Background: an optimization exercise with open tools, aiming at small area, a short achievable clock period and few clock cycles. Do not read the settings as production practice.
Where RTL was checked, it was by simulation tests only, not by an equivalence proof against the original.
For runs 5 to 8, only the layout was checked, not whether the RTL still works.

==> flow/config.mk <==
export PLATFORM = sky130hd
export DESIGN_NAME = monexp_top
export DESIGN_NICKNAME = monexp_top
export VERILOG_FILES = /design/flow/design.v
export SDC_FILE = /design/flow/constraint.sdc
export NUM_CORES = 4
export LEC_CHECK = 0
export CAP_MARGIN = 20
export CORE_MARGIN = 2
export CORE_UTILIZATION = 65
export SETUP_SLACK_MARGIN = 5
export SLEW_MARGIN = 20
==> flow/constraint.sdc <==
create_clock -name core_clock -period 10.0 [get_ports {clk}]
set_input_delay 2.0000 -clock core_clock [delete_from_list [all_inputs] [get_ports {clk}]]
set_output_delay 2.0000 -clock core_clock [all_outputs]
set_load 0.01 [all_outputs]
==> flow/design.v <==
`default_nettype none
package monexp_pkg;
	typedef logic [16-1:0] word_t;  
	typedef logic [(16 * 4)-1:0] oper_t;  
	typedef struct packed {
		word_t m;  
		word_t e;  
		word_t n;  
		word_t t;  
		word_t r;  
	} load_word_t;
	typedef struct packed {
		oper_t m;
		oper_t e;
		oper_t n;
		oper_t t;
		oper_t r;
		word_t n0prime;  
	} operand_set_t;
	typedef struct packed {
		oper_t a;
		oper_t b;
	} mont_req_t;
endpackage
`default_nettype wire
`timescale 1ns/1ps
`default_nettype none
module monexp_top (
	input  logic clk,
	input  logic reset,
	input  logic start,
	input  logic [79:0] in_word,  
	input  logic [15:0] n0prime,
	output logic busy,
	output logic [15:0] res_word,
	output logic res_valid
);
	localparam logic [2:0] S_IDLE = 3'd0, S_LOAD = 3'd1, S_RUN = 3'd2, S_WAIT = 3'd3, S_UNLD = 3'd4;
	localparam logic [1:0] P_MBAR = 2'd0, P_SQR = 2'd1, P_MUL = 2'd2, P_FIN = 2'd3;
	logic [2:0] state;
	logic [1:0] wcnt;  
	logic [1:0] ptype;  
	logic [3:0] it;  
	logic conv;  
	logic bsel;  
	logic [5:0] bcnt;  
	logic [61:0] n_q;  
	logic [63:0] e_q;  
	logic [62:0] mb_q;  
	logic [63:0] c_q;  
	logic [3:0] np_q;  
	logic [63:0] ss_q, sc_q;  
	logic gam_q;  
	logic [3:0] a_q;  
	logic [3:0] p_q;  
	wire [15:0] w_m = in_word[79:64];
	wire [15:0] w_e = in_word[63:48];
	wire [15:0] w_n = in_word[47:32];
	wire [15:0] w_t = in_word[31:16];
	wire accept = start & ~busy & (state == S_IDLE);
	wire iter = (state == S_RUN) & ~conv;
	wire last_it = (it == 4'd15);
	wire [62:0] b_op = bsel ? mb_q : c_q[62:0];
	wire [3:0] u = ss_q[3:0] + sc_q[3:0] + {3'b0, gam_q} + p_q;
	wire [3:0] q = u * np_q;
	wire [67:0] r0 = {4'b0, ss_q};
	wire [67:0] r1 = {4'b0, sc_q};
	wire [67:0] r2 = {5'b0, b_op & {63{a_q[0]}}};
	wire [67:0] r3 = {4'b0, b_op & {63{a_q[1]}}, gam_q};
	wire [67:0] r4 = {3'b0, b_op & {63{a_q[2]}}, 2'b0};
	wire [67:0] r5 = {2'b0, b_op & {63{a_q[3]}}, 3'b0};
	wire [67:0] r6 = {6'b0, n_q & {62{q[0]}}};
	wire [67:0] r7 = {5'b0, n_q & {62{q[1]}}, 1'b0};
	wire [67:0] r8 = {4'b0, n_q & {62{q[2]}}, 2'b0};
	wire [67:0] r9 = {3'b0, n_q & {62{q[3]}}, 3'b0};
	wire [67:0] s1a = r0 ^ r1 ^ r2;
	wire [67:0] c1a = {(r0[66:0] & r1[66:0]) | (r0[66:0] & r2[66:0]) | (r1[66:0] & r2[66:0]), 1'b0};
	wire [67:0] s1b = r3 ^ r4 ^ r5;
	wire [67:0] c1b = {(r3[66:0] & r4[66:0]) | (r3[66:0] & r5[66:0]) | (r4[66:0] & r5[66:0]), 1'b0};
	wire [67:0] s2 = s1a ^ c1a ^ s1b;
	wire [67:0] c2 = {(s1a[66:0] & c1a[66:0]) | (s1a[66:0] & s1b[66:0]) | (c1a[66:0] & s1b[66:0]), 1'b0};
	wire [67:0] x1 = s2 ^ c2 ^ c1b;
	wire [67:0] x2 = {(s2[66:0] & c2[66:0]) | (s2[66:0] & c1b[66:0]) | (c2[66:0] & c1b[66:0]), 1'b0};
	wire [67:0] s4a = x1 ^ x2 ^ r6;
	wire [67:0] c4a = {(x1[66:0] & x2[66:0]) | (x1[66:0] & r6[66:0]) | (x2[66:0] & r6[66:0]), 1'b0};
	wire [67:0] s4b = r7 ^ r8 ^ r9;
	wire [67:0] c4b = {(r7[66:0] & r8[66:0]) | (r7[66:0] & r9[66:0]) | (r8[66:0] & r9[66:0]), 1'b0};
	wire [67:0] s5 = s4a ^ c4a ^ s4b;
	wire [67:0] c5 = {(s4a[66:0] & c4a[66:0]) | (s4a[66:0] & s4b[66:0]) | (c4a[66:0] & s4b[66:0]), 1'b0};
	wire [67:0] s6 = s5 ^ c5 ^ c4b;
	wire [67:0] c6 = {(s5[66:0] & c5[66:0]) | (s5[66:0] & c4b[66:0]) | (c5[66:0] & c4b[66:0]), 1'b0};
	wire gam_n = |(s6[3:0] | c6[3:0]);
	wire [63:0] sum = ss_q + sc_q + {63'b0, gam_q};
	wire bit_one = e_q[63];
	wire bits_done = (bcnt == 6'd0);
	wire scan_more = (ptype == P_MBAR) & ~bit_one & ~bits_done;
	wire nx_mul = (ptype == P_SQR) & bit_one;
	wire nx_fin = ~nx_mul & bits_done;
	wire [3:0] c_lo = conv ? sum[3:0] : c_q[3:0];  
	wire [3:0] nx_a = nx_fin ? 4'd1 : c_lo;
	wire [3:0] nx_b = nx_mul ? mb_q[3:0] : c_lo;
	logic [3:0] a_dig;
	always_comb begin
		a_dig = 4'd0;
		for (int k = 0; k < 16; k++)
			if (it == 4'(k - 1) && ptype != P_FIN)
				a_dig = c_q[4*k +: 4];
	end
	logic [3:0] a_n, b_n;  
	always_comb begin
		a_n = a_dig;
		b_n = b_op[3:0];
		if (state == S_LOAD) begin
			a_n = c_q[19:16];  
			b_n = mb_q[3:0];
		end else if (state != S_RUN || conv) begin
			a_n = nx_a;
			b_n = nx_b;
		end
	end
	wire [3:0] p_n = a_n * b_n;
	always_ff @(posedge clk) begin
		a_q <= a_n;
		p_q <= p_n;
		if (iter) begin
			ss_q <= s6[67:4];
			sc_q <= c6[67:4];
			gam_q <= gam_n;
		end else begin
			ss_q <= '0;
			sc_q <= '0;
			gam_q <= 1'b0;
		end
		if (accept)
			np_q <= n0prime[3:0];
		if (state == S_LOAD) begin
			case (wcnt)
				2'd0: begin n_q[15:0] <= w_n; mb_q[15:0] <= w_m; end
				2'd1: begin n_q[31:16] <= w_n; mb_q[31:16] <= w_m; end
				2'd2: begin n_q[47:32] <= w_n; mb_q[47:32] <= w_m; end
				default: begin n_q[61:48] <= w_n[13:0]; mb_q[62:48] <= w_m[14:0]; end
			endcase
		end else if (conv && ptype == P_MBAR)
			mb_q <= sum[62:0];
		if (state == S_LOAD || state == S_UNLD)
			c_q <= {w_t, c_q[63:16]};
		else if (conv)
			c_q <= {1'b0, sum[62:0]};
	end
	wire e_shift = ((state == S_RUN) & (ptype == P_MBAR) & ~bit_one & ~bits_done)  
		| (((state == S_RUN) & conv) | ((state == S_WAIT) & ~scan_more)) & (ptype != P_FIN) & ~nx_mul & ~nx_fin & ~scan_more  
		| ((state == S_WAIT) & scan_more);
	always_ff @(posedge clk) begin
		if (state == S_LOAD) begin
			case (wcnt)
				2'd0: e_q[15:0] <= w_e;
				2'd1: e_q[31:16] <= w_e;
				2'd2: e_q[47:32] <= w_e;
				default: e_q[63:48] <= w_e;
			endcase
		end else if (e_shift)
			e_q <= {e_q[62:0], 1'b0};
	end
	always_ff @(posedge clk or posedge reset) begin
		if (reset) begin
			state <= S_IDLE;
			wcnt <= '0;
			ptype <= P_MBAR;
			it <= '0;
			conv <= 1'b0;
			bsel <= 1'b0;
			bcnt <= '0;
			busy <= 1'b0;
			res_valid <= 1'b0;
		end else begin
			if (e_shift)
				bcnt <= bcnt - 1'b1;
			case (state)
				S_IDLE: if (accept) begin
					state <= S_LOAD;
					wcnt <= '0;
					busy <= 1'b1;
				end
				S_LOAD: begin
					wcnt <= wcnt + 1'b1;
					if (wcnt == 2'd3) begin
						state <= S_RUN;
						ptype <= P_MBAR;
						bsel <= 1'b1;  
						it <= '0;
						conv <= 1'b0;
						bcnt <= 6'd63;
					end
				end
				S_RUN: begin
					if (!conv) begin
						it <= it + 1'b1;
						if (last_it)
							conv <= 1'b1;
					end else begin
						conv <= 1'b0;
						if (ptype == P_FIN) begin
							state <= S_UNLD;
							wcnt <= '0;
							res_valid <= 1'b1;
						end else if (scan_more) begin
							state <= S_WAIT;
						end else begin
							ptype <= nx_mul ? P_MUL : (nx_fin ? P_FIN : P_SQR);
							bsel <= nx_mul;
						end
					end
				end
				S_WAIT: if (!scan_more) begin
					state <= S_RUN;
					ptype <= nx_fin ? P_FIN : P_SQR;
					bsel <= 1'b0;
				end
				S_UNLD: begin
					wcnt <= wcnt + 1'b1;
					if (wcnt == 2'd3) begin
						state <= S_IDLE;
						busy <= 1'b0;
						res_valid <= 1'b0;
					end
				end
				default: state <= S_IDLE;
			endcase
		end
	end
	assign res_word = c_q[15:0];
endmodule
`default_nettype wire
==> flow/run.sh <==
#!/bin/bash
# synth_recipe.tcl (not shown) runs the flow's synth.tcl, then flattens the netlist and writes it again
# the make line also repeats each setting of config.mk as NAME=value (left out here)
make -C /OpenROAD-flow-scripts/flow DESIGN_CONFIG=/design/flow/config.mk WORK_HOME=/design/flow/orfs CLKGATE_MAP_FILE= SYNTH_SCRIPT=/design/flow/synth_recipe.tcl finish
==> summary.txt, run 1 <==
Placer Congestion=0.951; ratio of cells with drive above 1 in the final layout=11.0%; Data arrival, critical path=6110 ps; xor and xnor area share after synthesis=1.85%; syn_nets=4183; Die W=238 microns; Die Y=238 microns; # DRC=0; area growth from synthesis to layout=11.5%; multiplexer share of the synthesized area=1.96%; vias in the first global route=26698; MaxCap Viol Count=0; post-synthesis compound-gate area fraction=8.33%; Synth Instances=3480; most common cell after layout, fill and taps aside=fa_1; Post-Synth Simple-Gate Area=17.5%; fin crit share=56.5%; Yosys top cell by area=fa_1; CTS tree=yes; capturing point of the worst reg2reg path=gam_q; Worst slew margin=25.0%; Detailed Routing Iterations Pass 1=5; total global-route track usage=36.6%; Vias/cell=6.02; starting density of the core=65.8%; DRT antenna net count=0; die area=0.0565 sq mm; Setup-failing EPs final=0; Routed WL per cell=23.9 microns; CTS clock-pin slew for the worst setup and hold paths=60 ps; Clk Latency, worst-skew pair=610 ps; Post-synth top flop=edfxtp_1; Synth area leaders=fa_1, edfxtp_1, dfxtp_1; Row Count=85; Ports=117; Post-Syn Area=0.0355 sq mm; final hold vios=0; min-delay src=e_q[28]; FF+latch count, synth=415; outcome=no timing/DRC/antenna violations; placed instance count=4108; pin count of the biggest net entering global routing=130; non-filler cells, final=4232; via count=25458; Worst-Margin Slew=1120 ps; Crit Path Class=reg2reg; Period minus WS final=5650 ps; max-slew violations=0; crit path capture=gam_q; crit end category=flop; Num CTS Buffers=49; syn avg cell area=10.2 sq um; type of the worst min-delay path=reg2reg; FFs w/ async S/R, synth=5.06%; Max Fanout on Critical Path=5; CP Launch Type=flop; HPWL Detailed=73000 microns; Core Area=0.0539 sq mm; sum of negative setup slack=0 ps; Yosys top cell area share=28.3%; final layout net count=4194; first-pass GRT wire length=155000 microns; flop-to-flop setup slack=4350 ps; grt ovf=0; drt total wl=101000 microns; fin worst setup slack=4350 ps; Worst setup startpoint=ss_q[0]; EDFF count, synth=257; Ys Warns=1; H-tree levels=2; most frequent cells in the layout=fa_1, inv_1, nand2_1, edfxtp_1, nor2b_1; Core Util, Final=73.4%; worst r2r path cells=22; Seq/Total Area, Yosys=31.0%; Worst Setup Slack post-DPL=3280 ps; FF-to-FF Start=ss_q[0]; maximum clock rate=177 MHz; largest buffer count on any clock path=3; port buffer count=88; Cell variety after synth=81; Iter 0 DRT Violations=2308; RSZ-0062 raised after global routing=true; CTS Sinks=415; WP data required=10470 ps; clk root buf=clkbuf_16; initial antenna violation count=6; Synth Area in Adders=32.0%; clk_skew=21.9 ps; largest family of logic cells by synthesized area=adder cells
-- worst max-delay path: stages, from the launching register on --
cell	delay (ps)
dfxtp_4	360
fa_1	540
ha_2	190
inv_2	40
fa_1	480
nor2b_2	180
ha_4	230
ha_4	240
ha_4	150
xor2_2	150
xnor2_2	170
xnor2_4	280
xor2_4	200
buf_12	170
buf_12	120
nor2b_1	60
fa_1	480
inv_1	50
fa_1	460
inv_2	80
fa_2	420
nor4_1	320
a21oi_1	130
-- layer usage --
layer / wire length (microns) / part of all wire (%) / GRT usage [%]
met3: 8680 / 8.6 / 6.25
met2: 47400 / 47 / 58.5
met4: 5300 / 5.2 / 15.9
met1: 39700 / 39 / 49.9
met5: 15 / 0.015 / 0
-- cell families (layout without fill, tap and decap cells) --
| group | Yosys count | after routing |
|---|---|---|
| AOI/OAI and AO/OA | 456 | 456 |
| buffers and inverters | 682 | 733 |
| muxes | 69 | 69 |
| xor gates and xnor gates | 75 | 76 |
| other | 0 | 4 |
| and+or+nand+nor | 1178 | 1178 |
| adders and majority gates | 605 | 605 |
| DFF | 415 | 415 |
-- worst min-delay path by stage --
| stage | to | slack (ps) | cells after the start |
|---|---|---|---|
| 4_1_cts | e_q[29] | 520 | 2 |
| 3_5_place_dp | e_q[9] | 500 | 2 |
| 3_3_place_gp | e_q[59] | 500 | 2 |
| 5_1_grt | e_q[40] | 540 | 2 |
| 6_report | e_q[29] | 520 | 2 |
| 2_1_floorplan | bcnt[4] | 490 | 2 |
-- synthesized netlist by cell type (66+ instances only) --
library cell / number
edfxtp_1: 257
nor2_1: 84
o21ai_0: 151
mux2i_1: 66
nand2_1: 382
nor2b_1: 266
inv_1: 506
a21oi_1: 97
nand2b_1: 73
and3_1: 138
fa_1: 502
ha_1: 102
and2_1: 142
dfxtp_1: 137
clkbuf_1: 135
-- repair_timing --
action                     CTS  global route
setup buffers                9            10
hold buffers                 0             0
gates cloned                 5             4
gates resized for setup     44           230
setup endpoints to repair  125           126
pin swaps                   13           132
-- cell type report --
type	count	area, sq um
Fill cell	3772	14400
Timing Repair Buffer	135	1550
Tap cell	696	871
Antenna cell	4	10.0
Multi-Input combinational cell	2384	22500
Inverter	506	1900
Clock buffer	57	1260
Sequential cell	415	11000
Clock inverter	35	442
-- through the flow --
| step | hold WS (ps) | instance area, sq um |
|---|---|---|
| after detailed placement | 502 | 36700 |
| after global placement | 495 | 36700 |
| after floorplan | 489 | 35500 |
| after CTS | 518 | 38800 |
| final | 520 | 39600 |
| after global routing | 540 | 39500 |
-- flip-flops by register name, indices dropped and copies added, names as in the netlist, 3 cells and up --
register,count
state,3
ss_q,64
n_q,62
mb_q,63
np_q,4
e_q,64
p_q,4
a_q,4
bcnt,6
sc_q,64
c_q,64
it,4
Testbench counts, summed over its fixed seeds: cycles 103,715.
==> inputs of run 2 (changes only) <==
--- a/flow/config.mk
+++ b/flow/config.mk
@@ -9,4 +9,3 @@
 export CORE_MARGIN = 2
-export CORE_UTILIZATION = 65
-export SETUP_SLACK_MARGIN = 5
+export CORE_UTILIZATION = 40
 export SLEW_MARGIN = 20
==> run 2 against run 1 <==
  * Highest routed layer is now met4
  * Wire length shrank 3.4%
  * Sequential cell count is the same
  * Fmax shrank 14%
  * Non-clock buffer count shrank 30
  * Still clean on timing, DRC and antenna
  * Cell area shrank 1.3%
  * Hold slack lost 11 ps
  * Die area grew 61%
==> summary.txt, run 2 <==
outcome=no timing/DRC/antenna violations; multiplexer share of the synthesized area=1.96%; starting density of the core=40.3%; HPWL Detailed=73500 microns; most common cell after layout, fill and taps aside=inv_1; clk root buf=clkbuf_16; via count=24257; Synth Area in Adders=32.0%; syn_nets=4183; Post-Synth Simple-Gate Area=17.5%; final hold vios=0; Clk Latency, worst-skew pair=620 ps; Post CTS Setup Buffer Count=0; Period minus WS final=6560 ps; CTS Sinks=415; grt ovf=0; maximum clock rate=153 MHz; crit end category=flop; CTS clock-pin slew for the worst setup and hold paths=60 ps; count leader, synth=inv_1; final non-filler cell area=0.0391 sq mm; max-slew violations=0; EDFF count, synth=257; top post-synthesis cells by count=inv_1, fa_1, nand2_1; xor and xnor area share after synthesis=1.85%; H-tree levels=2; ratio of cells with drive above 1 in the final layout=4.25%; Post-synth top flop=edfxtp_1; placed instance count=4574; sum of negative setup slack=0 ps; Die W=302 microns; largest family of logic cells by synthesized area=adder cells; type of the worst min-delay path=reg2reg; CP Launch Type=flop; Num CTS Buffers=52; Routed WL per cell=20.9 microns; vias in the first global route=25364; total global-route track usage=22.1%; die area=0.0911 sq mm; clk_skew=33.8 ps; MaxCap Viol Count=0; Iter 0 DRT Violations=1913; drt total wl=97700 microns; Setup-failing EPs final=0; RSZ-0062 raised after global routing=false; fin crit share=65.6%; Core Area=0.0881 sq mm; layer with the highest usage=met2; WP data required=10510 ps; post-synthesis compound-gate area fraction=8.33%; Core Util, Final=44.3%; non-filler cells, final=4674; Ys Warns=1; Post-Syn Area=0.0355 sq mm; largest buffer count on any clock path=3; Synth area leaders=fa_1, edfxtp_1, dfxtp_1; Vias/cell=5.19; GR met1 Demand/Resource=31.8%; FFs w/ async S/R, synth=5.06%; Crit Path Class=reg2reg; Worst-Margin Slew=1110 ps; Yosys top cell by area=fa_1; # hold bufs at CTS=0; final layout net count=4166; Ports=117; initial antenna violation count=11; most frequent cells in the layout=inv_1, fa_1, nand2_1, nor2b_1, edfxtp_1; Placer Congestion=0.919; CTS tree=yes; Max Fanout on Critical Path=36; first-pass GRT wire length=153000 microns; placed cell areas=0.0373 sq mm; Synth Instances=3480; syn avg cell area=10.2 sq um; Data arrival, critical path=7060 ps; met3 Use GR=2.75%; pin count of the biggest net entering global routing=113; Die Y=302 microns; Seq/Total Area, Yosys=31.0%; # DRC=0; FF+latch count, synth=415; DRT antenna net count=0; GR Layer Usage met2=35.4%; Cell variety after synth=81; Resized Gates After CTS=0; Worst slew margin=25.7%; Detailed Routing Iterations Pass 1=6; area growth from synthesis to layout=10.1%; Yosys top cell area share=28.3%; Row Count=109; port buffer count=88
## run 2: cell counts after synthesis
No cell type changed its count.
## run 2: area by class of cell
cell class	instances	area, sq um
Tap cell	1165	1460
Timing Repair Buffer	105	1010
Antenna cell	3	7.51
Sequential cell	415	11000
Inverter	506	1900
Clock inverter	32	337
Multi-Input combinational cell	2383	21900
Fill cell	8405	49000
Clock buffer	65	1430
## run 2: worst paths after layout
check | from | endpoint | slack [ps] | depth (start not counted)
hold / removal | e_q[22] | e_q[23] | 510 | 2
hold reg to reg | e_q[22] | e_q[23] | 510 | 2
setup reg to reg | ss_q[0] | ss_q[28] | 3440 | 20
max in group asynchronous | reset | bsel | 7410 | 2
min in group asynchronous | reset | it[2] | 1900 | 2
setup / recovery | ss_q[0] | ss_q[28] | 3440 | 20
## run 2: logic make-up after synthesis
family          Yosys count
simple gates           1178
compound gates          456
buf+inv                 682
fa+ha+maj               605
flops                   415
mux                      69
xor+xnor                 75
## run 2: critical path: stages (launching register included)
cell,delay (ps)
dfxtp_1,360
fa_1,520
ha_1,180
inv_1,70
fa_1,580
nor2b_1,60
ha_1,270
ha_1,290
ha_1,190
xor2_1,150
xnor2_1,140
xnor2_1,350
xor2_4,780
buf_4,540
nor2b_1,140
fa_1,550
inv_1,50
fa_1,530
inv_1,50
fa_1,440
and3_1,150
## run 2: per-stage QoR
step	worst slack (ps)	hold slack, ps
6_report	3440	509
5_1_grt	3060	533
4_1_cts	3420	511
3_5_place_dp	3410	498
3_3_place_gp	3430	494
2_1_floorplan	4540	489
## run 2: layer usage
metal | vias to the layer above | routed length (microns)
met4 | 0 | 2380
li1 | 11112 | -
met3 | 132 | 5240
met5 | - | 0
met1 | 12406 | 45100
met2 | 607 | 45100
==> inputs of run 3 (changes only) <==
--- a/flow/config.mk
+++ b/flow/config.mk
@@ -7,2 +7,3 @@
 export LEC_CHECK = 0
+export ABC_CLOCK_PERIOD_IN_PS = 3000
 export CAP_MARGIN = 20
==> run 3 against run 2 <==
  * Critical path type unchanged
  * Still clean
  * Clock-buffer cell count unchanged
  * Clock skew did not move
  * Synthesized cell count did not move
  * Cell area stayed put
==> summary.txt, run 3 <==
placed instance count=4574; crit end category=flop; GR met1 Demand/Resource=31.8%; Synth area leaders=fa_1, edfxtp_1, dfxtp_1; worst hold slack=509 ps; Ys Warns=1; Clk Latency, worst-skew pair=620 ps; EDFF count, synth=257; Placer Congestion=0.919; type of the worst min-delay path=reg2reg; H-tree levels=2; layer with the highest usage=met2; Detailed Routing Iterations Pass 1=6; Yosys top cell area share=28.3%; met3 Use GR=2.75%; most frequent cells in the layout=inv_1, fa_1, nand2_1, nor2b_1, edfxtp_1; die area=0.0911 sq mm; initial antenna violation count=11; CTS tree=yes; final layout net count=4166; Iter 0 DRT Violations=1913; Row Count=109; Seq/Total Area, Yosys=31.0%; CTS Sinks=415; # DRC=0; Post-synth top flop=edfxtp_1; clk root buf=clkbuf_16; Routed WL per cell=20.9 microns; largest stage delay on the critical path=780 ps; Cell variety after synth=81; CP Launch Type=flop; sequential cell area=0.0110 sq mm; hold depth=2; CP delay by family, top=adder cells; Core Area=0.0881 sq mm; worst hold path endpoint=e_q[23]; Max Fanout on Critical Path=36; Period minus WS final=6560 ps; worst-path cell chain=fa_1, ha_1, inv_1, fa_1, nor2b_1, ha_1, ha_1, ha_1, xor2_1, xnor2_1, xnor2_1, xor2_4, buf_4, nor2b_1, fa_1, inv_1, fa_1, inv_1, fa_1, and3_1; # hold bufs at CTS=0; area growth from synthesis to layout=10.1%; Data arrival, critical path=7060 ps; Die W=302 microns; starting density of the core=40.3%; Resized Gates After CTS=0; Yosys top cell by area=fa_1; RSZ-0062 raised after global routing=false; ratio of cells with drive above 1 in the final layout=4.25%; Die Y=302 microns; Worst-Margin Slew=1110 ps; syn_nets=4183; Num CTS Buffers=52; Synth Instances=3480; CTS clock-pin slew for the worst setup and hold paths=60 ps; first-pass GRT wire length=153000 microns; WP data required=10510 ps; GR Layer Usage met2=35.4%; FF+latch count, synth=415; Vias/cell=5.19; largest buffer count on any clock path=3; Post CTS Setup Buffer Count=0; syn avg cell area=10.2 sq um; clk_skew=33.8 ps; flop-to-flop setup slack=3440 ps; Setup-failing EPs final=0; total global-route track usage=22.1%; pin count of the biggest net entering global routing=113; Worst setup startpoint=ss_q[0]; DRT antenna net count=0; FF-to-FF Start=ss_q[0]; drt total wl=97700 microns; Post-Syn Area=0.0355 sq mm; MaxCap Viol Count=0; maximum clock rate=153 MHz; capturing point of the worst reg2reg path=ss_q[28]; min-delay src=e_q[22]; HPWL Detailed=73500 microns; final hold vios=0; via count=24257; Worst slew margin=25.7%; max-slew violations=0; fin crit share=65.6%; sum of negative setup slack=0 ps; area occupied by multi-input gates=0.0219 sq mm; slowest CP cell=xor2_4; port buffer count=88; Ports=117; most used cell, CP=fa_1; outcome=no timing/DRC/antenna violations; non-filler cells, final=4674; worst r2r path cells=20; grt ovf=0; most common cell after layout, fill and taps aside=inv_1; WP buf/inv=4; fillers=8405; vias in the first global route=25364; top post-synthesis cells by count=inv_1, fa_1, nand2_1; Crit Path Class=reg2reg; FFs w/ async S/R, synth=5.06%; count leader, synth=inv_1
==> run 3: routing by layer <==
metal | vias up | part of all wire, %
met5 | - | 0
met4 | 0 | 2.4
met3 | 132 | 5.4
met2 | 607 | 46
met1 | 12406 | 46
li1 | 11112 | -
==> run 3: worst max path at each step <==
stage                     to  slack [ps]  depth (start not counted)
floorplan           ss_q[10]        4540                         20
global placement    ss_q[24]        3430                         20
detailed placement  ss_q[14]        3410                         20
CTS                 ss_q[28]        3420                         20
global route        ss_q[21]        3060                         20
finish              ss_q[28]        3440                         20
==> run 3: cell families (layout without fill, tap and decap cells) <==
group / after synthesis / in the layout / synth area share, %
and+or+nand+nor: 1178 / 1178 / 17.5
adders and majority gates: 605 / 605 / 32.0
DFF: 415 / 415 / 31.0
muxes: 69 / 69 / 1.96
AOI/OAI and AO/OA: 456 / 456 / 8.33
xor gates and xnor gates: 75 / 75 / 1.85
buffers and inverters: 682 / 708 / 7.41
other: 0 / 3 / 0
==> run 3: layout make-up <==
cell class | count | area share [%]
clock buffer | 65 | 3.67
multi-input combinational | 2383 | 56.1
clock inverter | 32 | 0.862
tap | 1165 | 3.73
antenna | 3 | 0.0192
inverter | 506 | 4.86
timing repair buffer | 105 | 2.58
sequential | 415 | 28.2
==> run 3: tightest hold or removal path, cell delays in order, from the launching register on <==
cell and delay, ps:
edfxtp_1 320, nand2_1 40, nand2_1 50
==> run 3: metrics by stage <==
stage / util (%) / area (sq um) / setup WS, ps
2_1_floorplan: - / 35500 / 4540
3_3_place_gp: 42.3 / 37300 / 3430
3_5_place_dp: 42.3 / 37300 / 3410
4_1_cts: 44.3 / 39000 / 3420
5_1_grt: 44.3 / 39100 / 3060
6_report: 44.3 / 39100 / 3440
==> inputs of run 4 (changes only) <==
--- a/flow/config.mk
+++ b/flow/config.mk
@@ -11,2 +11,3 @@
 export CORE_UTILIZATION = 40
+export SETUP_SLACK_MARGIN = 5
 export SLEW_MARGIN = 20
==> run 4 against run 3 <==
  * Highest routed layer unchanged
  * Final cell count increased by 0.86%
  * Cell area increased by 3.1%
  * Worst setup slack improved by 990 ps
  * Synthesized area unchanged
  * Sequential cell count unchanged
  * Sequential share of layout area decreased by 0.82 points
  * Largest cell class unchanged
  * Wire length increased by 4.3%
  * Register-to-register slack improved by 990 ps
==> summary.txt, run 4 <==
outcome=no timing/DRC/antenna violations; CTS tree=yes; Worst Setup Slack post-DPL=3410 ps; most common cell after layout, fill and taps aside=fa_1; clk root buf=clkbuf_16; crit end category=flop; # DRC=0; final layout net count=4196; ratio of cells with drive above 1 in the final layout=10.1%; Detailed Routing Iterations Pass 1=6; worst r2r path cells=23; FF-to-FF Start=p_q[0]; initial antenna violation count=15; Die W=302 microns; Vias/cell=5.21; syn avg cell area=10.2 sq um; sum of negative setup slack=0 ps; syn_nets=4183; CP Launch Type=flop; final hold vios=0; EDFF count, synth=257; Clk Latency, worst-skew pair=630 ps; clk_skew=27.8 ps; WP data required=10560 ps; total global-route track usage=22.7%; max-slew violations=0; Yosys top cell area share=28.3%; grt ovf=0; pin count of the biggest net entering global routing=115; Placer Congestion=0.910; area growth from synthesis to layout=13.5%; Ys Warns=1; Worst slew margin=20.4%; MaxCap Viol Count=0; Core Area=0.0881 sq mm; Crit Path Class=reg2reg; maximum clock rate=180 MHz; HPWL Detailed=73900 microns; CTS clock-pin slew for the worst setup and hold paths=60 ps; FF+latch count, synth=415; first-pass GRT wire length=156000 microns; flop-to-flop setup slack=4430 ps; # hold bufs at CTS=0; top post-synthesis cells by count=inv_1, fa_1, nand2_1; die area=0.0911 sq mm; Yosys top cell by area=fa_1; type of the worst min-delay path=reg2reg; Post-Syn Area=0.0355 sq mm; Max Fanout on Critical Path=7; via count=24562; CTS Sinks=415; Worst-Margin Slew=1190 ps; Iter 0 DRT Violations=2190; Cell variety after synth=81; largest buffer count on any clock path=3; crit path capture=ss_q[36]; fillers=8352; Seq/Total Area, Yosys=31.0%; port buffer count=88; FFs w/ async S/R, synth=5.06%; most frequent cells in the layout=fa_1, inv_1, nand2_1, edfxtp_1, nor2b_1; Synth area leaders=fa_1, edfxtp_1, dfxtp_1; Data arrival, critical path=6130 ps; fin worst setup slack=4430 ps; placed instance count=4574; RSZ-0062 raised after global routing=true; non-filler cells, final=4714; fin crit share=55.7%; starting density of the core=40.3%; vias in the first global route=25747; drt total wl=102000 microns; Worst setup startpoint=p_q[0]; Die Y=302 microns; Ports=117; Setup-failing EPs final=0; DRT antenna net count=0; H-tree levels=2; Synth Instances=3480; Period minus WS final=5570 ps; capturing point of the worst reg2reg path=ss_q[36]; Row Count=109; count leader, synth=inv_1; Post-synth top flop=edfxtp_1; Routed WL per cell=21.6 microns; Num CTS Buffers=52
==> run 4: how the worst min path moves through the flow <==
| stage | start | endpoint | slack (ps) | cells after the start |
|---|---|---|---|---|
| finish | e_q[39] | e_q[40] | 510 | 2 |
| global placement | e_q[58] | e_q[59] | 490 | 2 |
| CTS | e_q[56] | e_q[57] | 520 | 2 |
| floorplan | bcnt[4] | bcnt[4] | 490 | 2 |
| detailed placement | e_q[9] | e_q[10] | 500 | 2 |
| global route | e_q[14] | e_q[15] | 540 | 2 |
==> run 4: stage by stage <==
step / hold slack, ps / utilization, % / area, sq um
3_5_place_dp: 502 / 42.3 / 37300
5_1_grt: 542 / 45.7 / 40200
4_1_cts: 518 / 45.0 / 39700
2_1_floorplan: 489 / - / 35500
3_3_place_gp: 494 / 42.3 / 37300
6_report: 513 / 45.7 / 40300
==> run 4: cell type report <==
| cell class | count | area [sq um] | share of cell area [%] |
|---|---|---|---|
| clock buffer | 64 | 1400 | 3.47 |
| tap | 1165 | 1460 | 3.62 |
| multi-input combinational | 2384 | 22500 | 55.8 |
| inverter | 506 | 1900 | 4.72 |
| antenna | 14 | 35.0 | 0.0870 |
| timing repair buffer | 134 | 1530 | 3.81 |
| clock inverter | 32 | 445 | 1.11 |
| sequential | 415 | 11000 | 27.4 |
==> run 4: logic make-up after synthesis <==
group | Yosys count | synth area share, %
flops | 415 | 31.0
buf+inv | 682 | 7.41
mux | 69 | 1.96
xor+xnor | 75 | 1.85
fa+ha+maj | 605 | 32.0
simple gates | 1178 | 17.5
compound gates | 456 | 8.33
==> run 4: worst max-delay path, stage by stage (launching register included) <==
cell and delay, ps:
dfxtp_2 320, fa_1 540, ha_2 190, inv_2 40, fa_1 470, nor2b_1 140
ha_1 240, ha_1 280, ha_2 180, xor2_2 150, xnor2_2 240, xnor2_4 180
xor2_4 180, buf_12 170, buf_16 160, buf_12 150, buf_12 110, nor2b_4 30
fa_1 490, inv_2 40, fa_2 520, inv_2 40, fa_2 510, and3_1 130
==> run 4: repair_timing <==
item,4_1_cts,5_1_grt
resized for setup,86,150
pin swaps,30,54
setup endpoints to repair,125,124
cloned,5,2
setup buffers,13,10
==> run 4: routing by layer <==
metal | vias to the layer above | routed length, microns | GRT usage, %
met5 | - | 0 | 0
met4 | 0 | 2700 | 7.21
met3 | 131 | 7500 | 4.60
met2 | 741 | 47400 | 35.8
met1 | 12510 | 44400 | 31.6
li1 | 11180 | - | -
==> inputs of run 5 (changes only) <==
--- a/flow/design.v
+++ b/flow/design.v
@@ -75,18 +75,16 @@
 	wire [67:0] r9 = {3'b0, n_q & {62{q[3]}}, 3'b0};
-	wire [67:0] s1a = r0 ^ r1 ^ r2;
-	wire [67:0] c1a = {(r0[66:0] & r1[66:0]) | (r0[66:0] & r2[66:0]) | (r1[66:0] & r2[66:0]), 1'b0};
-	wire [67:0] s1b = r3 ^ r4 ^ r5;
-	wire [67:0] c1b = {(r3[66:0] & r4[66:0]) | (r3[66:0] & r5[66:0]) | (r4[66:0] & r5[66:0]), 1'b0};
-	wire [67:0] s2 = s1a ^ c1a ^ s1b;
-	wire [67:0] c2 = {(s1a[66:0] & c1a[66:0]) | (s1a[66:0] & s1b[66:0]) | (c1a[66:0] & s1b[66:0]), 1'b0};
-	wire [67:0] x1 = s2 ^ c2 ^ c1b;
-	wire [67:0] x2 = {(s2[66:0] & c2[66:0]) | (s2[66:0] & c1b[66:0]) | (c2[66:0] & c1b[66:0]), 1'b0};
-	wire [67:0] s4a = x1 ^ x2 ^ r6;
-	wire [67:0] c4a = {(x1[66:0] & x2[66:0]) | (x1[66:0] & r6[66:0]) | (x2[66:0] & r6[66:0]), 1'b0};
-	wire [67:0] s4b = r7 ^ r8 ^ r9;
-	wire [67:0] c4b = {(r7[66:0] & r8[66:0]) | (r7[66:0] & r9[66:0]) | (r8[66:0] & r9[66:0]), 1'b0};
-	wire [67:0] s5 = s4a ^ c4a ^ s4b;
-	wire [67:0] c5 = {(s4a[66:0] & c4a[66:0]) | (s4a[66:0] & s4b[66:0]) | (c4a[66:0] & s4b[66:0]), 1'b0};
-	wire [67:0] s6 = s5 ^ c5 ^ c4b;
-	wire [67:0] c6 = {(s5[66:0] & c5[66:0]) | (s5[66:0] & c4b[66:0]) | (c5[66:0] & c4b[66:0]), 1'b0};
+	function automatic [67:0] fa_s(input [67:0] a, input [67:0] b, input [67:0] c);
+		fa_s = a ^ b ^ c;
+	endfunction
+	function automatic [67:0] fa_c(input [67:0] a, input [67:0] b, input [67:0] c);
+		fa_c = {(a[66:0] & b[66:0]) | (a[66:0] & c[66:0]) | (b[66:0] & c[66:0]), 1'b0};
+	endfunction
+	wire [67:0] l1a_s = fa_s(r0, r1, r2), l1a_c = fa_c(r0, r1, r2);
+	wire [67:0] l1b_s = fa_s(r3, r4, r5), l1b_c = fa_c(r3, r4, r5);
+	wire [67:0] l2a_s = fa_s(l1a_s, l1a_c, l1b_s), l2a_c = fa_c(l1a_s, l1a_c, l1b_s);
+	wire [67:0] l2b_s = fa_s(l1b_c, r6, r7), l2b_c = fa_c(l1b_c, r6, r7);
+	wire [67:0] l3_s = fa_s(l2a_s, l2a_c, l2b_s), l3_c = fa_c(l2a_s, l2a_c, l2b_s);
+	wire [67:0] x1 = fa_s(l3_s, l3_c, l2b_c), x2 = fa_c(l3_s, l3_c, l2b_c);
+	wire [67:0] l5_s = fa_s(r8, r9, x1), l5_c = fa_c(r8, r9, x1);
+	wire [67:0] s6 = fa_s(l5_s, l5_c, x2), c6 = fa_c(l5_s, l5_c, x2);
 	wire gam_n = |(s6[3:0] | c6[3:0]);
==> run 5 against run 4 <==
  * Still clean
  * Final cell count grew 4.5%
  * Global-route usage about the same
  * Utilization is 0.39 points higher
  * Wire length increased by 4.8%
  * Die area increased by 1.4%
  * Sequential share of layout area is 0.51 points lower
  * Highest routed layer is now met5
==> summary.txt, run 5 <==
CTS clock-pin slew for the worst setup and hold paths=70 ps; sum of negative setup slack=0 ps; Worst slew margin=29.6%; total global-route track usage=22.7%; crit end category=flop; worst r2r path cells=18; largest stage delay on the critical path=610 ps; port buffer count=88; CP Launch Type=flop; H-tree levels=2; syn avg cell area=9.75 sq um; pin count of the biggest net entering global routing=80; worst hold slack=509 ps; first-pass GRT wire length=159000 microns; EDFF count, synth=257; Post-synth top flop=edfxtp_1; die area=0.0924 sq mm; grt ovf=0; clk_skew=29.5 ps; final hold vios=0; worst-path cell chain=fa_1, inv_1, fa_2, nor2b_4, ha_4, buf_12, clkbuf_16, buf_12, nand2_4, fa_1, inv_1, fa_1, inv_2, fa_1, inv_2, fa_2, fa_2, and2_1; final non-filler cell area=0.0409 sq mm; Ports=117; starting density of the core=40.5%; area growth from synthesis to layout=13.7%; MaxCap Viol Count=0; DRT antenna net count=0; most frequent cells in the layout=inv_1, fa_1, nand2_1, nor2b_1, edfxtp_1; Seq/Total Area, Yosys=30.5%; # DRC=0; final layout net count=4418; most used cell, CP=fa_1; Setup-failing EPs final=0; WP data required=10520 ps; count leader, synth=inv_1; Max Fanout on Critical Path=8; max-slew violations=0; FFs w/ async S/R, synth=5.07%; Die W=304 microns; largest buffer count on any clock path=3; Post-Syn Area=0.0360 sq mm; most common cell after layout, fill and taps aside=inv_1; Row Count=109; initial antenna violation count=13; Ys Warns=1; top flop regs=c_q: 64 flops, e_q: 64 flops, sc_q: 64 flops; syn_nets=4388; # hold bufs at CTS=0; Iter 0 DRT Violations=2346; type of the worst min-delay path=reg2reg; Crit Path Class=reg2reg; Core Util, Final=46.1%; via count=25476; clk root buf=clkbuf_16; CTS Sinks=414; maximum clock rate=183 MHz; Data arrival, critical path=5980 ps; Worst Setup Slack post-DPL=4160 ps; Clk Latency, worst-skew pair=630 ps; Yosys top cell by area=fa_1; CTS tree=yes; Synth Instances=3689; FF+latch count, synth=414; Cell variety after synth=78; Die Y=304 microns; Worst-Margin Slew=1050 ps; HPWL Detailed=74600 microns; Core Area=0.0888 sq mm; Routed WL per cell=21.7 microns; ratio of cells with drive above 1 in the final layout=10.3%; drt total wl=107000 microns; Synth area leaders=fa_1, edfxtp_1, dfxtp_1; fin crit share=54.6%; placed cell areas=0.0378 sq mm; Vias/cell=5.17; hold depth=2; vias in the first global route=25801; fin worst setup slack=4540 ps; slowest CP cell=fa_2; Yosys top cell area share=28.0%; outcome=no timing/DRC/antenna violations; Period minus WS final=5460 ps; Detailed Routing Iterations Pass 1=9; top post-synthesis cells by count=inv_1, fa_1, nand2_1; Num CTS Buffers=50; Placer Congestion=0.922; RSZ-0062 raised after global routing=true
## run 5: cell families after synthesis
family | share of synthesized area (%)
XOR/XNOR | 1.84
buffers and inverters | 9.51
AO/OA/AOI/OAI | 7.85
adder cells (fa/ha/maj) | 31.4
AND/OR/NAND/NOR | 17.0
flip-flops | 30.5
multiplexers | 1.93
## run 5: layer usage
layer  vias up  part of all wire, %  global-route usage, %
li1      11543                    -                      -
met1     12967                   43                   32.6
met2       826                   46                   36.2
met3       138                  7.2                   2.79
met4         2                  3.5                   6.63
met5         -               0.0075                      0
## run 5: stage by stage
| stage | instances |
|---|---|
| 2_1_floorplan | 3689 |
| 3_3_place_gp | 4786 |
| 3_5_place_dp | 4786 |
| 4_1_cts | 4891 |
| 5_1_grt | 4926 |
| 6_report | 4928 |
## run 5: worst paths after layout
| path | startpoint | endpoint | slack (ps) |
|---|---|---|---|
| worst max-delay path | ss_q[1] | ss_q[47] | 4540 |
| worst min-delay path | e_q[59] | e_q[60] | 510 |
| worst max register to register | ss_q[1] | ss_q[47] | 4540 |
| worst min register to register | e_q[59] | e_q[60] | 510 |
| max in group asynchronous | reset | bsel | 7430 |
| min in group asynchronous | reset | res_valid | 1920 |
## run 5: repair_timing
action,CTS,global route
buffers inserted,10,28
pin swaps,7,117
resized for setup,31,256
endpoints found under the hold margin,0,0
endpoints found under the setup margin,125,125
cloned,2,6
## run 5: final cells by class
type,count,area (sq um)
Antenna cell,3,7.51
Clock buffer,63,1380
Clock inverter,30,324
Fill cell,8364,47900
Inverter,725,2720
Multi-Input combinational cell,2380,22300
Sequential cell,414,11000
Tap cell,1165,1460
Timing Repair Buffer,148,1770
## run 5: worst max-delay path: cells and delay by family (launching register included)
kind	cells	cell delay, ps
and+or+nand+nor	3	250
DFF	1	400
buffers and inverters	7	750
adders and majority gates	8	3950
==> inputs of run 6 (changes only) <==
--- a/flow/design.v
+++ b/flow/design.v
@@ -83,8 +83,8 @@
 	wire [67:0] l1b_s = fa_s(r3, r4, r5), l1b_c = fa_c(r3, r4, r5);
-	wire [67:0] l2a_s = fa_s(l1a_s, l1a_c, l1b_s), l2a_c = fa_c(l1a_s, l1a_c, l1b_s);
-	wire [67:0] l2b_s = fa_s(l1b_c, r6, r7), l2b_c = fa_c(l1b_c, r6, r7);
-	wire [67:0] l3_s = fa_s(l2a_s, l2a_c, l2b_s), l3_c = fa_c(l2a_s, l2a_c, l2b_s);
-	wire [67:0] x1 = fa_s(l3_s, l3_c, l2b_c), x2 = fa_c(l3_s, l3_c, l2b_c);
-	wire [67:0] l5_s = fa_s(r8, r9, x1), l5_c = fa_c(r8, r9, x1);
-	wire [67:0] s6 = fa_s(l5_s, l5_c, x2), c6 = fa_c(l5_s, l5_c, x2);
+	wire [67:0] l2_s = fa_s(l1a_s, l1a_c, l1b_s), l2_c = fa_c(l1a_s, l1a_c, l1b_s);
+	wire [67:0] x1 = fa_s(l2_s, l2_c, l1b_c), x2 = fa_c(l2_s, l2_c, l1b_c);
+	wire [67:0] l4_s = fa_s(r6, r7, x1), l4_c = fa_c(r6, r7, x1);
+	wire [67:0] y1 = fa_s(l4_s, l4_c, x2), y2 = fa_c(l4_s, l4_c, x2);
+	wire [67:0] l6_s = fa_s(r8, r9, y1), l6_c = fa_c(r8, r9, y1);
+	wire [67:0] s6 = fa_s(l6_s, l6_c, y2), c6 = fa_c(l6_s, l6_c, y2);
 	wire gam_n = |(s6[3:0] | c6[3:0]);
==> run 6 against run 5 <==
  * Still clean on timing, DRC and antenna
  * Final cell count rose by 0.63%
  * Non-clock buffer count rose by 22
  * Sequential share of layout area fell by 0.99 points
  * Die area rose by 0.97%
  * Wire length rose by 2.7%
  * Worst setup slack improved by 200 ps
  * Synthesized cell count rose by 0.19%
  * Largest cell class unchanged
  * Highest routed layer unchanged
==> summary.txt, run 6 <==
flop-to-flop setup slack=4730 ps; WP buf/inv=5; FFs w/ async S/R, synth=5.07%; slowest CP cell=fa_1; CTS clock-pin slew for the worst setup and hold paths=60 ps; Yosys top cell area share=27.7%; EDFF count, synth=257; first-pass GRT wire length=166000 microns; crit end category=flop; Ports=117; Ys Warns=1; clk root buf=clkbuf_16; grt ovf=0; initial antenna violation count=15; area growth from synthesis to layout=16.9%; Row Count=110; total global-route track usage=23.6%; largest buffer count on any clock path=3; Routed WL per cell=22.1 microns; Num CTS Buffers=49; Vias/cell=5.30; Seq/Total Area, Yosys=30.2%; Die W=305 microns; HPWL Detailed=78000 microns; # hold bufs at CTS=0; Synth Instances=3696; H-tree levels=2; Die Y=305 microns; ratio of cells with drive above 1 in the final layout=15.5%; Placer Congestion=0.929; max-slew violations=0; starting density of the core=40.4%; final hold vios=0; fillers=8404; CP Launch Type=flop; placed cell areas=0.0381 sq mm; maximum clock rate=190 MHz; Data arrival, critical path=5760 ps; WP data required=10490 ps; via count=26302; Detailed Routing Iterations Pass 1=6; largest stage delay on the critical path=580 ps; final non-filler cell area=0.0425 sq mm; Worst-Margin Slew=1110 ps; syn avg cell area=9.83 sq um; MaxCap Viol Count=0; Worst slew margin=25.8%; port buffer count=88; final layout net count=4437; vias in the first global route=26910; top flop regs=c_q: 64 flops, e_q: 64 flops, sc_q: 64 flops; CTS tree=yes; type of the worst min-delay path=reg2reg; CP delay by family, top=adder cells; Synth area leaders=fa_1, edfxtp_1, dfxtp_1; syn_nets=4395; Period minus WS final=5270 ps; count leader, synth=inv_1; drt total wl=110000 microns; Yosys top cell by area=fa_1; CTS Sinks=414; worst-path cell chain=buf_12, buf_16, mux2i_4, nand2b_4, fa_1, inv_2, fa_1, inv_2, fa_2, fa_2, fa_1, inv_2, fa_2, fa_2, and2_1; Max Fanout on Critical Path=7; most common cell after layout, fill and taps aside=inv_1; sum of negative setup slack=0 ps; pin count of the biggest net entering global routing=69; outcome=no timing/DRC/antenna violations; clk_skew=21.1 ps; RSZ-0062 raised after global routing=true; most used cell, CP=fa_2; Core Area=0.0900 sq mm; die area=0.0933 sq mm; FF+latch count, synth=414; top post-synthesis cells by count=inv_1, fa_1, nand2_1; DRT antenna net count=0; Cell variety after synth=86; Crit Path Class=reg2reg; Iter 0 DRT Violations=2308; Post-Syn Area=0.0363 sq mm; Clk Latency, worst-skew pair=610 ps; Post-synth top flop=edfxtp_1; # DRC=0; Setup-failing EPs final=0; most frequent cells in the layout=inv_1, nand2_1, fa_1, edfxtp_1, and2_1; fin crit share=52.7%
run 6: cell types whose count changed in the layout (fill, tap and decap cells not counted), moves of 13 or more:
| cell | change |
|---|---|
| nor2b_2 | +91 |
| o21ai_0 | -16 |
| nor2_1 | +20 |
| nand2_1 | +69 |
| nand2b_4 | +39 |
| fa_1 | -43 |
| nand2_4 | -29 |
| mux2i_4 | +57 |
| nand2b_1 | -33 |
| fa_2 | +43 |
| o21ai_1 | +13 |
| mux2i_1 | -41 |
| inv_1 | -112 |
| nor2b_1 | -95 |
run 6: layout make-up:
class	instances	area (sq um)	share of cell area [%]
Antenna cell	5	12.5	0.0295
Timing Repair Buffer	170	2080	4.89
Inverter	608	2280	5.37
Sequential cell	414	11000	25.9
Tap cell	1176	1470	3.46
Clock inverter	30	267	0.627
Multi-Input combinational cell	2495	24000	56.6
Clock buffer	61	1340	3.16
run 6: cells by family (layout without fill, tap and decap cells):
kind of cell / count (synthesis) / after routing / synth area share (%)
AND/OR/NAND/NOR: 1269 / 1269 / 18.0
multiplexers: 73 / 73 / 2.02
flip-flops: 414 / 414 / 30.2
AO/OA/AOI/OAI: 490 / 490 / 8.79
other: 0 / 5 / 0
adder cells (fa/ha/maj): 600 / 600 / 31.1
XOR/XNOR: 63 / 63 / 1.56
buffers and inverters: 787 / 869 / 8.35
run 6: timing repair:
action,CTS,global route
setup buffers,26,28
endpoints found under the setup margin,126,125
pin swaps,211,134
resized for setup,358,143
cloned,8,3
run 6: final timing paths:
| path | start | to | cells past startpoint |
|---|---|---|---|
| setup / recovery | bsel | ss_q[39] | 15 |
| hold / removal | e_q[30] | e_q[31] | 2 |
| setup reg to reg | bsel | ss_q[39] | 15 |
| hold reg to reg | e_q[30] | e_q[31] | 2 |
| max in group asynchronous | reset | bsel | 2 |
| min in group asynchronous | reset | res_valid | 2 |
run 6: worst register-to-register path: cells and delay by family (launching register included):
| kind | cells | cell delay, ps |
|---|---|---|
| and+or+nand+nor | 2 | 310 |
| muxes | 1 | 230 |
| adders and majority gates | 7 | 3590 |
| buffers and inverters | 5 | 500 |
| DFF | 1 | 510 |
run 6: layer usage:
layer  vias to the layer above  global-route usage, %  routed length [microns]
li1                      11874                      -                        -
met1                     13376                   32.1                    46500
met2                       869                   38.7                    51600
met3                       179                   4.01                     7670
met4                         4                   7.38                     3860
met5                         -                      0                       27
run 6: stage by stage:
stage / util (%) / cells / setup WS (ps) / hold WS (ps)
floorplan: - / 3696 / 5060 / 492
global placement: 42.4 / 4798 / 3680 / 494
detailed placement: 42.4 / 4798 / 3650 / 502
CTS: 46.4 / 4923 / 4760 / 517
global route: 47.2 / 4958 / 4630 / 532
finish: 47.2 / 4959 / 4730 / 508
==> inputs of run 7 (changes only) <==
--- a/flow/config.mk
+++ b/flow/config.mk
@@ -7,3 +7,2 @@
 export LEC_CHECK = 0
-export ABC_CLOCK_PERIOD_IN_PS = 3000
 export CAP_MARGIN = 20
@@ -11,3 +10,2 @@
 export CORE_UTILIZATION = 40
-export SETUP_SLACK_MARGIN = 5
 export SLEW_MARGIN = 20
==> run 7 against run 6 <==
  * Register-to-register slack got worse by 1100 ps
  * Hold slack improved by 1.3 ps
  * Via count decreased by 2.9%
  * Synthesized cell count unchanged
  * Clock-buffer cell count increased by 5
  * Clock skew increased by 3.8 ps
  * Fmax decreased by 17%
  * Worst setup slack got worse by 1100 ps
  * Wire length decreased by 6.6%
  * Sequential cell count unchanged
  * Critical path type unchanged
  * Largest cell class unchanged
==> summary.txt, run 7 <==
capturing point of the worst reg2reg path=ss_q[42]; syn_nets=4395; area growth from synthesis to layout=9.46%; ratio of cells with drive above 1 in the final layout=3.42%; Setup-failing EPs final=0; Data arrival, critical path=6820 ps; H-tree levels=2; drt total wl=102000 microns; Iter 0 DRT Violations=2057; sum of negative setup slack=0 ps; CTS tree=yes; WL met3=5960 microns; hold depth=2; wl on met1=45200 microns; Seq/Total Area, Yosys=30.2%; most common cell after layout, fill and taps aside=inv_1; min-delay src=e_q[27]; count leader, synth=inv_1; Num CTS Buffers=48; most used cell, CP=fa_1; MaxCap Viol Count=0; WL met2=48200 microns; Die W=305 microns; most frequent cells in the layout=inv_1, fa_1, nand2_1, nor2b_1, edfxtp_1; fin crit share=63.4%; RSZ-0062 raised after global routing=false; Yosys top cell area share=27.7%; Clk Latency, worst-skew pair=610 ps; Detailed Routing Iterations Pass 1=5; Ys Warns=1; via count=25548; Row Count=110; max-slew violations=0; DRT antenna net count=0; Synth Instances=3696; FFs w/ async S/R, synth=5.07%; worst hold path endpoint=e_q[28]; clk_skew=24.8 ps; Cell variety after synth=86; Vias/cell=5.22; Post CTS Setup Buffer Count=0; pin count of the biggest net entering global routing=94; top flop regs=c_q: 64 flops, e_q: 64 flops, sc_q: 64 flops; WP data required=10490 ps; EDFF count, synth=257; worst-path cell chain=buf_4, mux2i_1, nor2b_1, fa_1, fa_1, inv_1, fa_1, fa_1, fa_1, inv_1, fa_1, fa_1, and2_1; Worst-Margin Slew=1100 ps; outcome=no timing/DRC/antenna violations; # DRC=0; Worst slew margin=26.5%; Core Area=0.0900 sq mm; FF+latch count, synth=414; Routed WL per cell=20.9 microns; Max Fanout on Critical Path=41; port buffer count=88; first-pass GRT wire length=161000 microns; Post-Syn Area=0.0363 sq mm; Placer Congestion=0.947; Resized Gates After CTS=0; largest stage delay on the critical path=980 ps; maximum clock rate=158 MHz; final layout net count=4372; HPWL Detailed=77500 microns; vias in the first global route=26546; largest buffer count on any clock path=3; total global-route track usage=22.6%; CTS clock-pin slew for the worst setup and hold paths=60 ps; Ports=117; FF-to-FF Start=bsel; starting density of the core=40.4%; CP Launch Type=flop; top post-synthesis cells by count=inv_1, fa_1, nand2_1; clk root buf=clkbuf_16; initial antenna violation count=15; Period minus WS final=6340 ps; crit end category=flop; CTS Sinks=414; Die Y=305 microns; Synth area leaders=fa_1, edfxtp_1, dfxtp_1; worst hold slack=509 ps; grt ovf=0; Crit Path Class=reg2reg; flop-to-flop setup slack=3660 ps; Yosys top cell by area=fa_1; type of the worst min-delay path=reg2reg; Post-synth top flop=edfxtp_1; highest metal used=met5; # hold bufs at CTS=0; syn avg cell area=9.83 sq um; worst r2r path cells=13; final hold vios=0; die area=0.0933 sq mm; slowest CP cell=dfrtp_4
-- run 7: cell counts after synthesis --
Identical to the previous run, type by type.
-- run 7: worst max-delay path, delay by kind of cell, from the launching register on --
kind                       cells  cell delay (ps)
adders and majority gates      7             3540
buffers and inverters          3              640
DFF                            1              980
muxes                          1              720
and+or+nand+nor                2              300
-- run 7: worst max path at each step --
| stage | cells past startpoint | endpoint | startpoint | slack [ps] |
|---|---|---|---|---|
| floorplan | 14 | ss_q[14] | bsel | 4710 |
| global route | 13 | ss_q[36] | bsel | 3470 |
| detailed placement | 13 | ss_q[35] | bsel | 3680 |
| CTS | 13 | ss_q[36] | bsel | 3660 |
| global placement | 13 | ss_q[36] | bsel | 3680 |
| finish | 13 | ss_q[42] | bsel | 3660 |
-- run 7: metrics by stage --
| stage | utilization, % | setup slack (ps) | area (sq um) | instances |
|---|---|---|---|---|
| after floorplan | - | 4710 | 36300 | 3696 |
| after global placement | 42.4 | 3680 | 38100 | 4799 |
| after detailed placement | 42.4 | 3680 | 38100 | 4799 |
| after CTS | 44.2 | 3660 | 39800 | 4889 |
| after global routing | 44.2 | 3470 | 39800 | 4893 |
| final | 44.2 | 3660 | 39800 | 4895 |
-- run 7: final cells by class --
cell class / count / area, sq um
Antenna cell: 6 / 15.0
Clock inverter: 24 / 280
Tap cell: 1176 / 1470
Clock buffer: 66 / 1340
Timing Repair Buffer: 106 / 1020
Inverter: 608 / 2280
Multi-Input combinational cell: 2495 / 22400
Fill cell: 8755 / 50200
Sequential cell: 414 / 11000
-- run 7: kinds of logic after synthesis --
group                      after synthesis  synth area share [%]
AOI/OAI and AO/OA                      490                  8.79
xor gates and xnor gates                63                  1.56
adders and majority gates              600                  31.1
buffers and inverters                  787                  8.35
DFF                                    414                  30.2
muxes                                   73                  2.02
and+or+nand+nor                       1269                  18.0
-- run 7: metal layers --
| metal | vias up | GRT usage, % |
|---|---|---|
| met5 | - | 0 |
| met4 | 2 | 6.11 |
| met3 | 146 | 3.40 |
| met2 | 696 | 37.0 |
| met1 | 13013 | 31.3 |
| li1 | 11691 | - |
==> inputs of run 8 (changes only) <==
--- a/flow/design.v
+++ b/flow/design.v
@@ -54,3 +54,3 @@
 	logic [3:0] a_q;  
-	logic [3:0] p_q;  
+	logic [3:0] q_q;  
 	wire [15:0] w_m = in_word[79:64];
@@ -62,5 +62,11 @@
 	wire last_it = (it == 4'd15);
+	logic [3:0] a_dig;
+	always_comb begin
+		a_dig = 4'd0;
+		for (int k = 0; k < 16; k++)
+			if (it == 4'(k - 1) && ptype != P_FIN)
+				a_dig = c_q[4*k +: 4];
+	end
 	wire [62:0] b_op = bsel ? mb_q : c_q[62:0];
-	wire [3:0] u = ss_q[3:0] + sc_q[3:0] + {3'b0, gam_q} + p_q;
-	wire [3:0] q = u * np_q;
+	wire [3:0] q = q_q;
 	wire [67:0] r0 = {4'b0, ss_q};
@@ -83,9 +89,13 @@
 	wire [67:0] l1b_s = fa_s(r3, r4, r5), l1b_c = fa_c(r3, r4, r5);
-	wire [67:0] l2_s = fa_s(l1a_s, l1a_c, l1b_s), l2_c = fa_c(l1a_s, l1a_c, l1b_s);
-	wire [67:0] x1 = fa_s(l2_s, l2_c, l1b_c), x2 = fa_c(l2_s, l2_c, l1b_c);
-	wire [67:0] l4_s = fa_s(r6, r7, x1), l4_c = fa_c(r6, r7, x1);
-	wire [67:0] y1 = fa_s(l4_s, l4_c, x2), y2 = fa_c(l4_s, l4_c, x2);
-	wire [67:0] l6_s = fa_s(r8, r9, y1), l6_c = fa_c(r8, r9, y1);
-	wire [67:0] s6 = fa_s(l6_s, l6_c, y2), c6 = fa_c(l6_s, l6_c, y2);
+	wire [67:0] l1c_s = fa_s(r6, r7, r8), l1c_c = fa_c(r6, r7, r8);
+	wire [67:0] l2a_s = fa_s(l1a_s, l1a_c, l1b_s), l2a_c = fa_c(l1a_s, l1a_c, l1b_s);
+	wire [67:0] l2b_s = fa_s(l1b_c, l1c_s, l1c_c), l2b_c = fa_c(l1b_c, l1c_s, l1c_c);
+	wire [67:0] l3a_s = fa_s(l2a_s, l2a_c, l2b_s), l3a_c = fa_c(l2a_s, l2a_c, l2b_s);
+	wire [67:0] l3b_s = fa_s(l2b_c, r9, 68'b0), l3b_c = fa_c(l2b_c, r9, 68'b0);
+	wire [67:0] l4_s = fa_s(l3a_s, l3a_c, l3b_s), l4_c = fa_c(l3a_s, l3a_c, l3b_s);
+	wire [67:0] s6 = fa_s(l4_s, l4_c, l3b_c), c6 = fa_c(l4_s, l4_c, l3b_c);
 	wire gam_n = |(s6[3:0] | c6[3:0]);
+	wire [3:0] p_nx = a_dig * b_op[3:0];
+	wire [3:0] u_nx = s6[7:4] + c6[7:4] + {3'b0, gam_n} + p_nx;
+	wire [3:0] q_it = u_nx * np_q;
 	wire [63:0] sum = ss_q + sc_q + {63'b0, gam_q};
@@ -99,9 +109,2 @@
 	wire [3:0] nx_b = nx_mul ? mb_q[3:0] : c_lo;
-	logic [3:0] a_dig;
-	always_comb begin
-		a_dig = 4'd0;
-		for (int k = 0; k < 16; k++)
-			if (it == 4'(k - 1) && ptype != P_FIN)
-				a_dig = c_q[4*k +: 4];
-	end
 	logic [3:0] a_n, b_n;  
@@ -118,6 +121,6 @@
 	end
-	wire [3:0] p_n = a_n * b_n;
+	wire [3:0] q_pre = a_n * b_n * np_q;  
 	always_ff @(posedge clk) begin
 		a_q <= a_n;
-		p_q <= p_n;
+		q_q <= iter ? q_it : q_pre;
 		if (iter) begin
==> run 8 against run 7 <==
  * Still clean on timing, DRC and antenna
  * Critical path depth up 13
  * Clock-buffer cell count rose by 5
  * Register-to-register slack lost 1400 ps
  * Cell area fell by 0.40%
  * Sequential share of layout area rose by 0.12 points
  * Synthesized area is 1.3% lower
  * Die area is 1.3% lower
  * Global-route usage decreased by 0.12 points
  * Highest routed layer is now met4
==> summary.txt, run 8 <==
outcome=no timing/DRC/antenna violations; Routed WL per cell=21.4 microns; Worst-Margin Slew=1110 ps; via count=24539; clk root buf=clkbuf_16; EDFF count, synth=257; Die Y=303 microns; vias in the first global route=25231; Synth area leaders=fa_1, edfxtp_1, dfxtp_1; Resized Gates After CTS=0; Seq/Total Area, Yosys=30.6%; Row Count=109; Post-Syn Area=0.0359 sq mm; final hold vios=0; most common cell after layout, fill and taps aside=nand2_1; area growth from synthesis to layout=10.4%; Iter 0 DRT Violations=1893; die area=0.0921 sq mm; # DRC=0; CP Launch Type=flop; top flop regs=c_q: 64 flops, e_q: 64 flops, sc_q: 64 flops; final layout net count=4259; non-filler cells, final=4706; flop-to-flop setup slack=2230 ps; starting density of the core=40.5%; MaxCap Viol Count=0; FF+latch count, synth=414; port buffer count=88; DRT antenna net count=0; grt ovf=0; most frequent cells in the layout=nand2_1, fa_1, inv_1, and2_1, edfxtp_1; Ys Warns=1; maximum clock rate=129 MHz; syn_nets=4252; final non-filler cell area=0.0396 sq mm; Period minus WS final=7770 ps; max-slew violations=0; CTS Sinks=414; clk_skew=20.6 ps; initial antenna violation count=5; count leader, synth=nand2_1; sum of negative setup slack=0 ps; RSZ-0062 raised after global routing=false; HPWL Detailed=77500 microns; Max Fanout on Critical Path=36; H-tree levels=2; FFs w/ async S/R, synth=5.07%; drt total wl=101000 microns; Num CTS Buffers=52; Die W=303 microns; Yosys top cell area share=28.1%; syn avg cell area=10.3 sq um; Vias/cell=5.21; Detailed Routing Iterations Pass 1=5; largest buffer count on any clock path=3; Setup-failing EPs final=0; Synth Instances=3485; WP data required=10470 ps; CTS clock-pin slew for the worst setup and hold paths=60 ps; worst hold slack=515 ps; placed cell areas=0.0377 sq mm; ratio of cells with drive above 1 in the final layout=6.00%; Data arrival, critical path=8240 ps; fin crit share=77.7%; Crit Path Class=reg2reg; # hold bufs at CTS=0; CTS tree=yes; Ports=117; Post-synth top flop=edfxtp_1; pin count of the biggest net entering global routing=107; first-pass GRT wire length=155000 microns; placed instance count=4603; Cell variety after synth=100; Core Area=0.0886 sq mm; Placer Congestion=0.891; Yosys top cell by area=fa_1; Clk Latency, worst-skew pair=610 ps; Post CTS Setup Buffer Count=0; top post-synthesis cells by count=nand2_1, fa_1, inv_1; Worst slew margin=26.0%; type of the worst min-delay path=reg2reg; crit end category=flop; total global-route track usage=22.5%
==> run 8: cell types whose count changed after synthesis, moves of 23 or more <==
cell | before | now
nand2_1 | 464 | 563
mux2_2 | 3 | 58
ha_1 | 97 | 164
inv_1 | 608 | 444
nand2b_1 | 81 | 15
nor2b_1 | 263 | 32
and2_1 | 210 | 401
nor3_1 | 38 | 15
mux2i_1 | 70 | 12
==> run 8: logic make-up after synthesis <==
kind of cell / Yosys count / synth area share (%)
fa+ha+maj: 668 / 33.9
compound gates: 439 / 7.98
simple gates: 1204 / 16.6
mux: 70 / 2.16
buf+inv: 601 / 6.61
xor+xnor: 89 / 2.22
flops: 414 / 30.6
==> run 8: metrics by stage <==
step | setup slack, ps | utilization, %
after floorplan | 2620 | -
after global placement | 2280 | 42.5
after detailed placement | 2230 | 42.5
after CTS | 2180 | 44.7
after global routing | 1860 | 44.7
final | 2230 | 44.7
==> run 8: worst max-delay path: stages, from the launching register on <==
cell,delay [ps]
dfrtp_2,540
buf_4,500
mux2_2,440
and2_1,180
fa_1,480
inv_1,60
fa_1,510
fa_1,490
inv_1,50
fa_1,470
inv_1,50
fa_1,530
inv_1,80
fa_1,480
ha_1,320
fa_1,440
ha_1,300
and2_1,160
ha_1,290
ha_1,190
xnor2_1,130
xnor2_1,180
xnor2_1,90
xnor2_1,250
nor2_1,90
a211oi_1,260
a211oi_2,50
==> run 8: final timing paths <==
path                              start       to  depth (start not counted)
min in group asynchronous         reset  bcnt[5]                          2
worst max register to register     bsel   q_q[3]                         26
worst min register to register  e_q[24]  e_q[25]                          2
worst max-delay path               bsel   q_q[3]                         26
worst min-delay path            e_q[24]  e_q[25]                          2
max in group asynchronous         reset     bsel                          2
==> run 8: final cells by class <==
cell class                      count  area, sq um
Antenna cell                        6         15.0
Clock buffer                       71         1460
Clock inverter                     26          433
Fill cell                        8412        49000
Inverter                          444         1670
Multi-Input combinational cell   2470        22600
Sequential cell                   414        11000
Tap cell                         1165         1460
Timing Repair Buffer              110         1050
==> run 8: layer usage <==
metal | vias to the layer above | global-route usage (%) | wire length, microns
li1 | 11180 | - | -
met1 | 12512 | 31.8 | 44500
met2 | 748 | 36.1 | 46700
met3 | 99 | 3.70 | 6990
met4 | 0 | 5.58 | 2460
met5 | - | 0 | 0

-- afterwards: timing with drivers on the ports --
How much do the figures lean on ideal ports? The routed layouts below were timed once more, with nothing changed but the port constraints.
Step 1 assumes that a clkbuf_16 drives the clock port and a buf_2 every other input.
Step 2 moves the port delays by t, midway between the first and last clock arrival at a register: inputs arrive t later, outputs are due t later. That takes back most of the time a late clock gives input paths.
a / b / c = ideal ports / drivers / drivers and shift; a / b = the first two.
| run | t, ns | slack for setup (ns) | worst setup path at the end | worst register clock-pin slew, ns |
|---|---|---|---|---|
| run 1 | 0.667 | 4.351 / 4.351 / 4.351 | register to register | 0.07 / 0.07 |
| run 2 | 0.678 | 3.444 / 3.444 / 3.444 | register to register | 0.07 / 0.07 |
| run 3 | 0.678 | 3.444 / 3.444 / 3.444 | register to register | 0.07 / 0.07 |
| run 4 | 0.674 | 4.430 / 4.430 / 4.430 | register to register | 0.06 / 0.06 |
| run 5 | 0.680 | 4.539 / 4.539 / 4.539 | register to register | 0.07 / 0.07 |
| run 6 | 0.667 | 4.734 / 4.734 / 4.734 | register to register | 0.07 / 0.07 |
| run 7 | 0.657 | 3.663 / 3.663 / 3.663 | register to register | 0.07 / 0.07 |
| run 8 | 0.665 | 2.226 / 2.226 / 2.226 | register to register | 0.06 / 0.06 |
After both steps setup and hold are still met in every run listed.
